This is an optimization exercise on Yosys and OpenROAD, whose aim is a short achievable clock period, not a production implementation.
In this exercise RTL edits were held to simulation tests only and were not proved equivalent to the original.
Power and IR drop assume default switching activity.

--- flow/run.sh ---
#!/bin/bash
# Own flow: the standard layout (standard.sh, every step unchanged), with
# one extra step after placement: the readdata output buffers are moved next
# to the gates that drive them, and the addr input buffers to the centre of
# the cells they drive (flow/move_obuf.tcl), then legalized.
set -euo pipefail
bash standard.sh place > standard_place.log 2>&1
RES_DIR=$PWD/orfs/results/sky130hd/dmem_mmio/base openroad -no_init -exit flow/move_obuf.tcl > move_obuf.log 2>&1
bash standard.sh finish > standard_finish.log 2>&1
--- flow/move_obuf.tcl ---
# Move each readdata output buffer from its pin to the cell that drives it,
# so the buffer (sized later by the flow's repair) drives the long wire to
# the pin instead of the small driving gate; and move each addr input buffer
# to the centre of the cells it drives. Then legalize.
set res $::env(RES_DIR)
read_db $res/3_place.odb
set blk [ord::get_db_block]
set moved 0
foreach bt [$blk getBTerms] {
  set name [$bt getName]
  if {[string match readdata* $name]} {
    set ob {}
    foreach it [[$bt getNet] getITerms] { set ob [$it getInst] }
    if {$ob eq {}} { continue }
    set drv {}
    foreach it [$ob getITerms] {
      if {[$it isInputSignal]} {
        foreach it2 [[$it getNet] getITerms] {
          if {[$it2 isOutputSignal]} { set drv [$it2 getInst] }
        }
      }
    }
    if {$drv eq {}} { continue }
    set b [$drv getBBox]
    $ob setLocation [$b xMin] [$b yMin]
    incr moved
  } elseif {[string match addr* $name]} {
    set ib {}
    foreach it [[$bt getNet] getITerms] { set ib [$it getInst] }
    if {$ib eq {}} { continue }
    set sx 0; set sy 0; set n 0
    foreach it [$ib getITerms] {
      if {[$it isOutputSignal]} {
        foreach it2 [[$it getNet] getITerms] {
          if {[$it2 isInputSignal]} {
            set b [[$it2 getInst] getBBox]
            set sx [expr {$sx + [$b xMin]}]; set sy [expr {$sy + [$b yMin]}]; incr n
          }
        }
      }
    }
    if {$n == 0} { continue }
    $ib setLocation [expr {$sx / $n}] [expr {$sy / $n}]
    incr moved
  }
}
puts "moved $moved port buffers"
detailed_placement
check_placement -verbose
write_db $res/3_place.odb
--- standard.sh ---
#!/bin/bash
# synth_recipe.tcl (not shown) runs the flow's synth.tcl, then flattens the netlist and writes it again
# the make line also repeats each setting of config.mk as NAME=value (left out here)
make -C /OpenROAD-flow-scripts/flow DESIGN_CONFIG=/design/flow/config.mk WORK_HOME=/design/flow/orfs CLKGATE_MAP_FILE= SYNTH_SCRIPT=/design/flow/synth_recipe.tcl "${@:-finish}"
--- config.mk ---
export PLATFORM = sky130hd
export DESIGN_NAME = dmem_mmio
export DESIGN_NICKNAME = dmem_mmio
export VERILOG_FILES = /design/flow/design.v
export SDC_FILE = /design/flow/constraint.sdc
export NUM_CORES = 4
export LEC_CHECK = 0
export ABC_CLOCK_PERIOD_IN_PS = 1000
export CAP_MARGIN = 20
export CORE_MARGIN = 2
export CORE_UTILIZATION = 60
export GPL_TIMING_DRIVEN = 1
export SETUP_SLACK_MARGIN = 4.0
export SLEW_MARGIN = 20
export SYNTH_HIERARCHICAL = 1
export SYNTH_MINIMUM_KEEP_SIZE = 0
export TNS_END_PERCENT = 20
--- constraint.sdc ---
create_clock -name core_clock -period 6.5 [get_ports {clk}]
set_input_delay 1.3000 -clock core_clock [delete_from_list [all_inputs] [get_ports {clk}]]
set_output_delay 1.3000 -clock core_clock [all_outputs]
set_load 0.01 [all_outputs]
--- design.v ---
package mmio_pkg;
    localparam logic [7:0] OFF_COUNT   = 8'h00;
    localparam logic [7:0] OFF_COMPARE = 8'h04;
    localparam logic [7:0] OFF_STATUS  = 8'h08;
    localparam logic [7:0] OFF_TXDATA  = 8'h0C;
    localparam logic [7:0] OFF_CTRL    = 8'h10;
    localparam int ST_MATCH = 0;
    localparam int ST_FULL  = 1;
    localparam int ST_EMPTY = 2;
    localparam int ST_OVF   = 3;
    localparam logic [31:0] COMPARE_RST = 32'hFFFF_FFFF;
endpackage
module dec3 (
    input  logic [2:0] a,
    output logic [7:0] y
);
    always_comb
        for (int i = 0; i < 8; i++) y[i] = a == 3'(i);
endmodule
module dec3n (
    input  logic [2:0] a,
    output logic [7:0] y
);
    always_comb
        for (int i = 0; i < 8; i++) y[i] = a != 3'(i);
endmodule
module hidec (
    input  logic [26:0] a,
    output logic [7:0]  y
);
    logic [5:0] n;
    logic [1:0] nz;
    logic [7:0] dn;
    for (genvar k = 0; k < 6; k++) begin : g_n
        nor4 u (.a(a[3+4*k]), .b(a[4+4*k]), .c(a[5+4*k]), .d(a[6+4*k]), .y(n[k]));
    end
    nand3 u_nz0 (.a(n[0]), .b(n[1]), .c(n[2]), .y(nz[0]));
    nand3 u_nz1 (.a(n[3]), .b(n[4]), .c(n[5]), .y(nz[1]));
    dec3n u_dn (.a(a[2:0]), .y(dn));
    for (genvar i = 0; i < 8; i++) begin : g_y
        nor3 u (.a(nz[0]), .b(nz[1]), .c(dn[i]), .y(y[i]));
    end
endmodule
module pagen (
    input  logic [26:0] a,
    output logic        y
);
    logic [3:0] o;
    logic [3:0] z;
    logic [1:0] ones;
    logic [1:0] zn;
    logic       zeros;
    for (genvar k = 0; k < 4; k++) begin : g_o
        nand4 u (.a(a[11+4*k]), .b(a[12+4*k]), .c(a[13+4*k]), .d(a[14+4*k]), .y(o[k]));
    end
    nor3 u_z0 (.a(a[0]), .b(a[1]),  .c(a[2]),  .y(z[0]));
    nor3 u_z1 (.a(a[3]), .b(a[4]),  .c(a[5]),  .y(z[1]));
    nor3 u_z2 (.a(a[6]), .b(a[7]),  .c(a[8]),  .y(z[2]));
    nor2 u_z3 (.a(a[9]), .b(a[10]), .y(z[3]));
    nor2  u_a  (.a(o[0]), .b(o[1]), .y(ones[0]));
    nor2  u_b  (.a(o[2]), .b(o[3]), .y(ones[1]));
    nand2 u_c  (.a(z[0]), .b(z[1]), .y(zn[0]));
    nand2 u_d  (.a(z[2]), .b(z[3]), .y(zn[1]));
    nor2  u_f  (.a(zn[0]), .b(zn[1]), .y(zeros));
    nand3 u_y  (.a(ones[0]), .b(ones[1]), .c(zeros), .y(y));
endmodule
module wsel (
    input  logic [2:0] a,
    output logic [3:0] s
);
    assign s[0] = a == 3'd0;
    assign s[1] = a == 3'd1;
    assign s[2] = a == 3'd2;
    assign s[3] = a == 3'd4;
endmodule
module mmsel2 (
    input  logic       pn,
    input  logic [1:0] s,
    input  logic [1:0] d,
    output logic       y
);
    logic n0;
    aoi22 u0 (.a1(s[0]), .a2(d[0]), .b1(s[1]), .b2(d[1]), .y(n0));
    nor2  u1 (.a(pn), .b(n0), .y(y));
endmodule
module mmsel3 (
    input  logic       pn,
    input  logic [2:0] s,
    input  logic [2:0] d,
    output logic       y
);
    logic n0, n1;
    aoi22 u0 (.a1(s[0]), .a2(d[0]), .b1(s[1]), .b2(d[1]), .y(n0));
    nand2 u1 (.a(s[2]), .b(d[2]), .y(n1));
    aoi21 u2 (.a1(n0), .a2(n1), .b(pn), .y(y));
endmodule
module mmsel4 (
    input  logic       pn,
    input  logic [3:0] s,
    input  logic [3:0] d,
    output logic       y
);
    logic n0, n1;
    aoi22 u0 (.a1(s[0]), .a2(d[0]), .b1(s[1]), .b2(d[1]), .y(n0));
    aoi22 u1 (.a1(s[2]), .a2(d[2]), .b1(s[3]), .b2(d[3]), .y(n1));
    aoi21 u2 (.a1(n0), .a2(n1), .b(pn), .y(y));
endmodule
module aoi22 (
    input  logic a1, a2, b1, b2,
    output logic y
);
    assign y = ~((a1 & a2) | (b1 & b2));
endmodule
module aoi221 (
    input  logic a1, a2, b1, b2, c,
    output logic y
);
    assign y = ~((a1 & a2) | (b1 & b2) | c);
endmodule
module nor4 (
    input  logic a, b, c, d,
    output logic y
);
    assign y = ~(a | b | c | d);
endmodule
module nor3 (
    input  logic a, b, c,
    output logic y
);
    assign y = ~(a | b | c);
endmodule
module nor2 (
    input  logic a, b,
    output logic y
);
    assign y = ~(a | b);
endmodule
module nand2 (
    input  logic a, b,
    output logic y
);
    assign y = ~(a & b);
endmodule
module aoi21 (
    input  logic a1, a2, b,
    output logic y
);
    assign y = ~((a1 & a2) | b);
endmodule
module nand3 (
    input  logic a, b, c,
    output logic y
);
    assign y = ~(a & b & c);
endmodule
module nand4 (
    input  logic a, b, c, d,
    output logic y
);
    assign y = ~(a & b & c & d);
endmodule
module sel8 (
    input  logic [7:0] s,
    input  logic [7:0] d,
    output logic       y
);
    logic [3:0] n;
    aoi22 u0 (.a1(s[0]), .a2(d[0]), .b1(s[1]), .b2(d[1]), .y(n[0]));
    aoi22 u1 (.a1(s[2]), .a2(d[2]), .b1(s[3]), .b2(d[3]), .y(n[1]));
    aoi22 u2 (.a1(s[4]), .a2(d[4]), .b1(s[5]), .b2(d[5]), .y(n[2]));
    aoi22 u3 (.a1(s[6]), .a2(d[6]), .b1(s[7]), .b2(d[7]), .y(n[3]));
    nand4 u4 (.a(n[0]), .b(n[1]), .c(n[2]), .d(n[3]), .y(y));
endmodule
module sel8m (
    input  logic [7:0] s,
    input  logic [7:0] d,
    input  logic       m,
    output logic       y
);
    logic [3:0] n;
    aoi22  u0 (.a1(s[0]), .a2(d[0]), .b1(s[1]), .b2(d[1]), .y(n[0]));
    aoi22  u1 (.a1(s[2]), .a2(d[2]), .b1(s[3]), .b2(d[3]), .y(n[1]));
    aoi22  u2 (.a1(s[4]), .a2(d[4]), .b1(s[5]), .b2(d[5]), .y(n[2]));
    aoi221 u3 (.a1(s[6]), .a2(d[6]), .b1(s[7]), .b2(d[7]), .c(m), .y(n[3]));
    nand4  u4 (.a(n[0]), .b(n[1]), .c(n[2]), .d(n[3]), .y(y));
endmodule
module sync_fifo #(
    parameter int W     = 8,
    parameter int DEPTH = 4
) (
    input  logic         clk,
    input  logic         reset,
    input  logic         push,
    input  logic         pop,
    input  logic [W-1:0] din,
    output logic [W-1:0] dout,
    output logic         full,
    output logic         empty
);
    localparam int AW = $clog2(DEPTH);
    logic [W-1:0] r_mem [DEPTH];
    logic [AW:0]  r_wr;
    logic [AW:0]  r_rd;
    logic         r_empty;
    logic         r_full;
    logic         w_push;
    logic         w_pop;
    logic [AW:0]  w_wr_nx;
    logic [AW:0]  w_rd_nx;
    assign empty   = r_empty;
    assign full    = r_full;
    assign w_push  = push & ~r_full;
    assign w_pop   = pop & ~r_empty;
    assign w_wr_nx = w_push ? r_wr + 1'b1 : r_wr;
    assign w_rd_nx = w_pop  ? r_rd + 1'b1 : r_rd;
    assign dout    = r_empty ? '0 : r_mem[r_rd[AW-1:0]];
    always_ff @(posedge clk) begin
        if (w_push) r_mem[r_wr[AW-1:0]] <= din;
    end
    always_ff @(posedge clk or negedge reset) begin
        if (!reset) begin
            r_wr    <= '0;
            r_rd    <= '0;
            r_empty <= 1'b1;
            r_full  <= 1'b0;
        end else begin
            r_wr    <= w_wr_nx;
            r_rd    <= w_rd_nx;
            r_empty <= w_wr_nx == w_rd_nx;
            r_full  <= (w_wr_nx[AW] != w_rd_nx[AW]) && (w_wr_nx[AW-1:0] == w_rd_nx[AW-1:0]);
        end
    end
endmodule
module dmem_mmio #(
    parameter int          RAM_WORDS  = 64,
    parameter int          FIFO_DEPTH = 4,
    parameter logic [31:0] MMIO_BASE  = 32'hFFFF_0000
) (
    input  logic        clk,
    input  logic        reset,
    input  logic        memwrite,
    input  logic [31:0] addr,
    input  logic [31:0] writedata,
    output logic [31:0] readdata,
    output logic [7:0]  tx_data,
    output logic        tx_valid,
    input  logic        tx_ready,
    output logic        irq
);
    logic [31:0] r_ram [64];
    logic [31:0] r_count;
    logic [31:0] r_compare;
    logic        r_match;
    logic        r_ovf;
    logic        r_irq_en;
    logic        w_ram_hit;
    logic        w_mmio_hit;
    logic [5:0]  w_word;
    logic        w_wr_compare;
    logic        w_wr_status;
    logic        w_wr_tx;
    logic        w_wr_ctrl;
    logic        w_full;
    logic        w_empty;
    logic [31:0] w_status;
    logic [31:0] w_mm;
    assign w_ram_hit    = addr[31:8] == 24'd0;
    assign w_mmio_hit   = addr[31:8] == MMIO_BASE[31:8];
    assign w_word       = addr[7:2];
    assign w_wr_compare = memwrite & w_mmio_hit & (w_word == 6'd1);
    assign w_wr_status  = memwrite & w_mmio_hit & (w_word == 6'd2);
    assign w_wr_tx      = memwrite & w_mmio_hit & (w_word == 6'd3);
    assign w_wr_ctrl    = memwrite & w_mmio_hit & (w_word == 6'd4);
    logic [7:0] w_lo [32];
    logic [7:0] w_hi [8];
    for (genvar c = 0; c < 8; c++) begin : g_hi
        hidec u_hi (.a(addr[31:5]), .y(w_hi[c]));
    end
    for (genvar c = 0; c < 32; c++) begin : g_lo
        dec3 u_lo (.a(addr[4:2]), .y(w_lo[c]));
    end
    logic [3:0] w_pn;
    logic [3:0] w_s [4];
    for (genvar c = 0; c < 4; c++) begin : g_page
        pagen u_pn (.a(addr[31:5]), .y(w_pn[c]));
        wsel  u_ws (.a(addr[4:2]),  .s(w_s[c]));
    end
    mmsel4 u_mm0 (.pn(w_pn[0]), .s(w_s[0]), .d({r_irq_en, w_status[0], r_compare[0], r_count[0]}), .y(w_mm[0]));
    for (genvar b = 1; b < 4; b++) begin : g_mm3
        mmsel3 u_mm (.pn(w_pn[0]), .s(w_s[0][2:0]), .d({w_status[b], r_compare[b], r_count[b]}), .y(w_mm[b]));
    end
    for (genvar b = 4; b < 32; b++) begin : g_mm2
        mmsel2 u_mm (.pn(w_pn[b / 8]), .s(w_s[b / 8][1:0]), .d({r_compare[b], r_count[b]}), .y(w_mm[b]));
    end
    for (genvar b = 0; b < 32; b++) begin : g_bit
        logic [7:0] w_g;
        for (genvar h = 0; h < 8; h++) begin : g_grp
            sel8 u_sel (
                .s (w_lo[b]),
                .d ({r_ram[8*h+7][b], r_ram[8*h+6][b], r_ram[8*h+5][b], r_ram[8*h+4][b],
                     r_ram[8*h+3][b], r_ram[8*h+2][b], r_ram[8*h+1][b], r_ram[8*h+0][b]}),
                .y (w_g[h])
            );
        end
        sel8m u_top (.s(w_hi[b / 4]), .d(w_g), .m(w_mm[b]), .y(readdata[b]));
    end
    always_comb begin
        w_status           = '0;
        w_status[mmio_pkg::ST_MATCH] = r_match;
        w_status[mmio_pkg::ST_FULL]  = w_full;
        w_status[mmio_pkg::ST_EMPTY] = w_empty;
        w_status[mmio_pkg::ST_OVF]   = r_ovf;
    end
    always_ff @(posedge clk) begin
        if (memwrite & w_ram_hit) r_ram[w_word] <= writedata;
    end
    always_ff @(posedge clk or negedge reset) begin
        if (!reset) begin
            r_count   <= '0;
            r_compare <= mmio_pkg::COMPARE_RST;
            r_match   <= 1'b0;
            r_ovf     <= 1'b0;
            r_irq_en  <= 1'b0;
        end else begin
            r_count <= r_count + 32'd1;
            if (w_wr_compare) r_compare <= writedata;
            r_match <= (r_count == r_compare) | (r_match & ~(w_wr_status & writedata[mmio_pkg::ST_MATCH]));
            r_ovf   <= (w_wr_tx & w_full) | (r_ovf & ~(w_wr_status & writedata[mmio_pkg::ST_OVF]));
            if (w_wr_ctrl) r_irq_en <= writedata[0];
        end
    end
    sync_fifo #(.W(8), .DEPTH(FIFO_DEPTH)) u_fifo (
        .clk   (clk),
        .reset (reset),
        .push  (w_wr_tx & ~w_full),
        .pop   (tx_ready),
        .din   (writedata[7:0]),
        .dout  (tx_data),
        .full  (w_full),
        .empty (w_empty)
    );
    assign tx_valid = ~w_empty;
    assign irq      = r_match & r_irq_en;
endmodule
==> notes.md <==
## per-layer routing
metal  wire length [um]  vias to the layer above
met3              53900                     1113
li1                   -                    22100
met1             116000                    29700
met4              24600                       24
met5                149                        -
met2             145000                     4810
## area by class of cell
cell class	instances	area share
Antenna cell	15	0.000338
Clock buffer	268	0.0502
Clock inverter	101	0.00835
Inverter	11	0.000405
Multi-Input combinational cell	2334	0.232
Sequential cell	2155	0.579
Tap cell	1917	0.0216
Timing Repair Buffer	951	0.108
## metrics by stage
stage | hold slack, ns | std cells
after floorplan | 0.478 | 4515
after global placement | 0.493 | 6877
final | 0.327 | 7752
after CTS | 0.305 | 7525
after detailed placement | 0.495 | 6877
after global routing | 0.326 | 7741
## state kept, by name, summed over array words and instances, names as in the netlist
| name | count |
|---|---|
| r_ovf | 1 |
| r_count | 32 |
| u_fifo.r_full | 1 |
| u_fifo.r_empty | 1 |
| u_fifo.r_rd | 3 |
| r_compare | 32 |
| u_fifo.r_wr | 3 |
| r_irq_en | 1 |
| u_fifo.r_mem | 32 |
| r_ram | 2048 |
| r_match | 1 |
## report_power, final
group	total (mW)	leakage (nW)	internal, mW	switching, mW
clock network	11.8	3.18	6.62	5.19
registers	15.3	19.6	15.2	0.0304
logic	1.98	12.3	0.805	1.17
total	29.1	35.1	22.7	6.39
## path summary, 6_finish.rpt
check	startpoint	end	slack [ns]
min in group core_clock	u_fifo.r_rd[2]	u_fifo.r_rd[2]	0.53
max in group asynchronous	reset	r_match	4.97
max	addr[3]	readdata[26]	1.94
min	reset	u_fifo.r_wr[0]	0.33
max reg2reg	u_fifo.r_full	u_fifo.r_mem[0][2]	4.45
min reg2reg	u_fifo.r_rd[2]	u_fifo.r_rd[2]	0.53
## timing repair
action,4_1_cts,5_1_grt
hold endpoints to repair,0,0
gates cloned,57,73
endpoints found under the setup margin,2162,2161
pin swaps,164,162
buffers inserted,222,137
gates resized for setup,869,295
## cell usage in the layout, fill, tap and decap left out, types with 42 or more instances in the layout
cell type,n
a22oi_2,1153
and3b_2,48
and3b_4,48
buf_12,133
buf_16,67
buf_2,42
buf_4,477
buf_6,126
clkbuf_1,53
clkbuf_16,271
clkinv_1,45
edfxtp_1,2080
nand4_1,323
nor2_4,79
nor3_2,49
nor3_4,48
==> flow_metrics.tcl <==
set metrics [dict create \
    arrival_ns 3.26 \
    drt-total-wl_um 340000 \
    multi_input_area_um2 25800 \
    maxCapViolCount 0 \
    postSynthCellCount 4515 \
    cts_buffers 209 \
    rsz0062_at_grt "true" \
    grtUsageMet1 0.582 \
    worst_pin_slew_ns 1.18 \
    fmax_mhz 219 \
    crit_path_end_kind "primary output" \
    grt_pass1_vias 51900 \
    worst_setup_path_start_kind "input port" \
    fillers 7966 \
    slowest_delay_ns 0.35 \
    crit_family "buffers and inverters" \
    yosys_warnings 13 \
    dieWidth_um 387 \
    finalPower_mw 29.1 \
    drive_above_1_share 0.504 \
    netlist_area_um2 88000 \
    htreeDepth 4 \
    drtAntennaViolNets 0 \
    antenna_found_initial 35 \
    num_vias 57700 \
    use_met3 0.118 \
    setup_viol 0 \
    syn_nets 4589 \
    crit_fanout 10 \
    overflow 0 \
    finalCriticalPeriod_ns 4.56 \
    critPathRequiredTime_ns 5.20 \
    die_h_um 387 \
    drt_iter0_drc 9906 \
    final_nets 5736 \
    pin_count 110 \
    p_per_area_nw_per_um2 261 \
    portBuffers 107 \
    grt_pass1_wl_um 425000 \
    drcViolationCount 0 \
    wl_per_cell_um 43.9 \
    root_buffer "clkbuf_16" \
    regArea_um2 64400 \
    crit_cells 10 \
    clockBufferDepth 3 \
    rr_worst_depth 6 \
    p_leak_nw 35.1 \
    outcome "timing/DRC/antenna clean" \
    core_area_um2 146000 \
    hold_buffers 0 \
    maxSlewViolCount 0 \
    grt_max_degree 70 \
    rows 140 \
    fin_skew_ns 0.0265 \
    critPathKind "in -> out" \
    met2_usage 0.607 \
    slowest_stage "a221oi_2" \
    dp_hpwl_um 168000 \
    cp_num_buf_inv 5 \
    fin_util 0.764 \
    start_util 0.604 \
    ir_worst_vdd_mv 0.260 \
    cp_cell_sequence "buf_16 > buf_12 > buf_8 > nor3b_2 > buf_4 > a22oi_2 > nand4_1 > a221oi_2 > nand4_1 > buf_4" \
    setup_tns_ns 0 \
    place_area_um2 94700 \
    viasPerCell 7.44 \
    max_slew_margin 0.212 \
    finalCritPeriodShare 0.701 \
    cts_tree "built" \
    clock-sinks 2155 \
    dieArea_um2 150000 \
    syn_area_per_cell_um2 19.5 \
    hold_viol 0 \
    post-place-ws_ns 0.359 \
    busiest_layer "met2" \
    cts.clk_slew.worst_paths_ns 0.06 \
    clock_latency_ns 0.86 \
    fin_area_um2 111000 \
    setup_slack_ns 1.94 \
    min-delay-path-class "in -> async" \
    place_congestion 0.924 \
    grtUsageTotal 0.418 \
    area_delta_synth_final_pct 26.4 \
    first_pass_iters 6 \
]

## re-timing with driven ports
Ports are ideal in the flow. The routed layout listed here was re-timed in OpenROAD. Step 1 assumes that a clkbuf_16 drives the clock port and a buf_2 every other input. Step 2 adds t to the input delays and takes it off the output delays; t is the mean of the earliest and latest rising clock arrival at the registers after step 1. Input paths then give back, and output paths get back, about the clock's delay inside the block. Slacks: ideal / step 1 / step 2; pairs: ideal / step 1.
shift t [ns]: 0.931
slack for setup (ns): 1.942 / 1.298 / 1.298
worst setup path at the end: input to output
clock arrival spread, ns: 0.047 / 0.047
worst register clock-pin slew, ns: 0.07 / 0.07
After both steps this run still meets setup and hold. For this run, drivers alone change the setup slack by -0.644 ns; drivers and shift together by -0.644 ns.
